Source: an optimization exercise on an open RTL-to-GDS flow (aim: small area, a short achievable clock period and few clock cycles per item). Production flows keep margins and buffers that such runs may drop. Only simulation tests tie the RTL to the original design; equivalence was not proved.

// complex_mult_pipe
module complex_mult_pipe #(
  parameter int IN0_W    = 16,
  parameter int IN0_FRAC = 8,
  parameter int IN1_W    = 12,
  parameter int IN1_FRAC = 10,
  parameter int OUT_W    = 16,
  parameter int OUT_FRAC = 8,
  parameter int ROUND    = 1
) (
  input  logic             CLK,
  input  logic             RST_N,
  input  logic             IN_VALID,
  output logic             IN_READY,
  input  logic             CONJ,
  input  logic [IN0_W-1:0] IN0_Real,
  input  logic [IN0_W-1:0] IN0_Img,
  input  logic [IN1_W-1:0] IN1_Real,
  input  logic [IN1_W-1:0] IN1_Img,
  output logic             OUT_VALID,
  input  logic             OUT_READY,
  output logic [OUT_W-1:0] OUT_Real,
  output logic [OUT_W-1:0] OUT_Img,
  output logic             OVF
);
export LEC_CHECK = 0
export CAP_MARGIN = 20
export CORE_MARGIN = 2
export CORE_UTILIZATION = 40
export PLACE_DENSITY = 0.5
export SETUP_SLACK_MARGIN = 2.5
export SLEW_MARGIN = 20
create_clock -name core_clock -period 6.5 [get_ports {CLK}]
run.sh (not shown) runs the stock make flow with config.mk's settings and CLKGATE_MAP_FILE= SYNTH_SCRIPT=/design/flow/synth_recipe.tcl, a recipe that flattens the netlist after the stock synthesis.
Testbench counts at the start, summed over its fixed seeds: cycles 16,024, items 16,000.
Then changed:
- SETUP_SLACK_MARGIN: 2.5 -> 3.0
Effect: The new run completed with no timing, DRC or antenna violations. Global-route usage is higher by 0.42 points. Design area increases by 2.3%. Final cell count came out higher by 1.8%. Hold slack barely changes.

========
complex_mult_pipe, a different RTL version from the one above (not shown whole).
Size in the first run: roughly 2300 cells after synthesis, about 96 I/O pins, roughly 0.026 mm^2 of cells after synthesis.
// complex_mult_pipe
module complex_mult_pipe #(
  parameter int IN0_W    = 16,
  parameter int IN0_FRAC = 8,
  parameter int IN1_W    = 12,
  parameter int IN1_FRAC = 10,
  parameter int OUT_W    = 16,
  parameter int OUT_FRAC = 8,
  parameter int ROUND    = 1
) (
  input  logic             CLK,
  input  logic             RST_N,
  input  logic             IN_VALID,
  output logic             IN_READY,
  input  logic             CONJ,
  input  logic [IN0_W-1:0] IN0_Real,
  input  logic [IN0_W-1:0] IN0_Img,
  input  logic [IN1_W-1:0] IN1_Real,
  input  logic [IN1_W-1:0] IN1_Img,
  output logic             OUT_VALID,
  input  logic             OUT_READY,
  output logic [OUT_W-1:0] OUT_Real,
  output logic [OUT_W-1:0] OUT_Img,
  output logic             OVF
);
  logic [3:1] vld_q;
  logic stall;
  assign stall     = vld_q[3] & ~OUT_READY;
  assign IN_READY  = ~stall;
  assign OUT_VALID = vld_q[3];
  always_ff @(posedge CLK or negedge RST_N) begin
    if (!RST_N)      vld_q <= '0;
    else if (!stall) vld_q <= {vld_q[2:1], IN_VALID};
  end
  logic [15:0] ar, ai;
  logic [17:0] ar3, ai3;
  logic [3:0] br_s1, br_s2, br_s3, br_s4, br_neg, bi_s1, bi_s2, bi_s3, bi_s4, nr_neg, ni_neg;
  logic [3:0] br_s1_d, br_s2_d, br_s3_d, br_s4_d, br_neg_d;
  logic [12:0] br_x;
  assign br_x = {IN1_Real, 1'b0};
  for (genvar k = 0; k < 4; k++) begin : g_enc_br
    logic c1, c0, cm;
    assign c1 = br_x[3*k+2] ^ br_x[3*k+3];
    assign c0 = br_x[3*k+1] ^ br_x[3*k+3];
    assign cm = br_x[3*k]   ^ br_x[3*k+3];
    assign br_s1_d[k] = ~c1 & (c0 ^ cm);
    assign br_s2_d[k] = (c1 & ~c0 & ~cm) | (~c1 & c0 & cm);
    assign br_s3_d[k] = c1 & (c0 ^ cm);
    assign br_s4_d[k] = c1 & c0 & cm;
    assign br_neg_d[k] = br_x[3*k+3];
  end
  logic [3:0] bi_s1_d, bi_s2_d, bi_s3_d, bi_s4_d, bi_neg_d;
  logic [12:0] bi_x;
  assign bi_x = {IN1_Img, 1'b0};
  ...
clock: 6.5 ns
lec_check: 0
cap_margin: 20
core_margin: 2
core_utilization: 40
cts_buf_list: sky130_fd_sc_hd__clkbuf_4 sky130_fd_sc_hd__clkbuf_8
place_density: 0.5
setup_slack_margin: 3.0
slew_margin: 20
standard.sh (not shown) runs the stock make flow with config.mk's settings and CLKGATE_MAP_FILE= SYNTH_SCRIPT=/design/flow/synth_recipe.tcl, a recipe that flattens the netlist after the stock synthesis.
==> flow/flow/run.sh <==
#!/bin/bash
set -euo pipefail
cp standard.sh standard_sh.log
export BUFFER_PORTS_ARGS="-buffer_cell sky130_fd_sc_hd__buf_2"
bash standard.sh synth > synth.log 2>&1
NET=orfs/results/sky130hd/complex_mult_pipe/base/1_2_yosys.v
cp "$NET" yosys_before_invpush.v.log
python3 flow/invpush.py "$NET" > invpush.log 2>&1
bash standard.sh > standard.log 2>&1
Other scripts of this flow, unchanged in this note and not shown: flow/flow/invpush.py
Testbench counts at the start, summed over its fixed seeds: cycles 16,024, items 16,000.
Rerun with:
Settings changed: CTS_BUF_LIST sky130_fd_sc_hd__clkbuf_4 sky130_fd_sc_hd__clkbuf_8 to default, PLACE_DENSITY 0.5 to 0.6.
The new run ran to the end with no violations.
Count of clock-buffer cells in the layout shrinks by 14.
Wire length shrinks by 1.5%.
Final area grows by 0.48%.
Setup slack is about the same.
Area after synthesis is unchanged.
Global-route usage shrinks by 0.45 points.
Rerun with:
Settings changed: PLACE_DENSITY 0.6 to 0.5.
Effect: Wire length rose slightly; register-to-register slack is worse by 0.04 ns; final area fell slightly; fmax fell slightly; sequential cell count does not change; global-route usage rose by 0.15 points; hold slack is better by 0.0099 ns; setup slack is worse by 0.041 ns; utilization fell by 0.42 points.

## port drivers added, routing unchanged
The results above use ideal ports. As a check the final layouts listed here were re-extracted and re-timed, cells and wires unchanged. Step 1: set_driving_cell puts a clkbuf_16 on CLK and a buf_2 on each other input, an assumption about the parent block. Step 2 adds t to the input delays and takes it off the output delays; t is the mean of the earliest and latest rising clock arrival at the registers after step 1. Input paths then give back, and output paths get back, about the clock's delay inside the block. a / b / c = ideal / step 1 / step 2; a / b = the first two.
run	t (ns)	setup slack, ns	worst hold slack (ns)	worst register clock-pin slew, ns	cell pins on the clock port's net
the first run of note 1	0.617	2.647 / 2.587 / 2.204	0.462 / 0.462 / 0.462	0.06 / 0.06	1
the second run of note 1	0.613	2.992 / 2.930 / 2.537	0.462 / 0.462 / 0.462	0.06 / 0.06	1
the first run of note 2	0.712	3.002 / 3.002 / 2.466	0.461 / 0.426 / 0.467	0.07 / 0.07	1
the second run of note 2	0.623	3.005 / 3.005 / 2.592	0.457 / 0.457 / 0.457	0.07 / 0.07	1
the third run of note 2	0.653	2.964 / 2.964 / 2.485	0.467 / 0.467 / 0.467	0.07 / 0.07	1
After both steps every run listed still meets setup and hold. The setup slack of the first run of note 2, which loses most, moves by 0.000 ns with the drivers and by -0.536 ns with both steps.
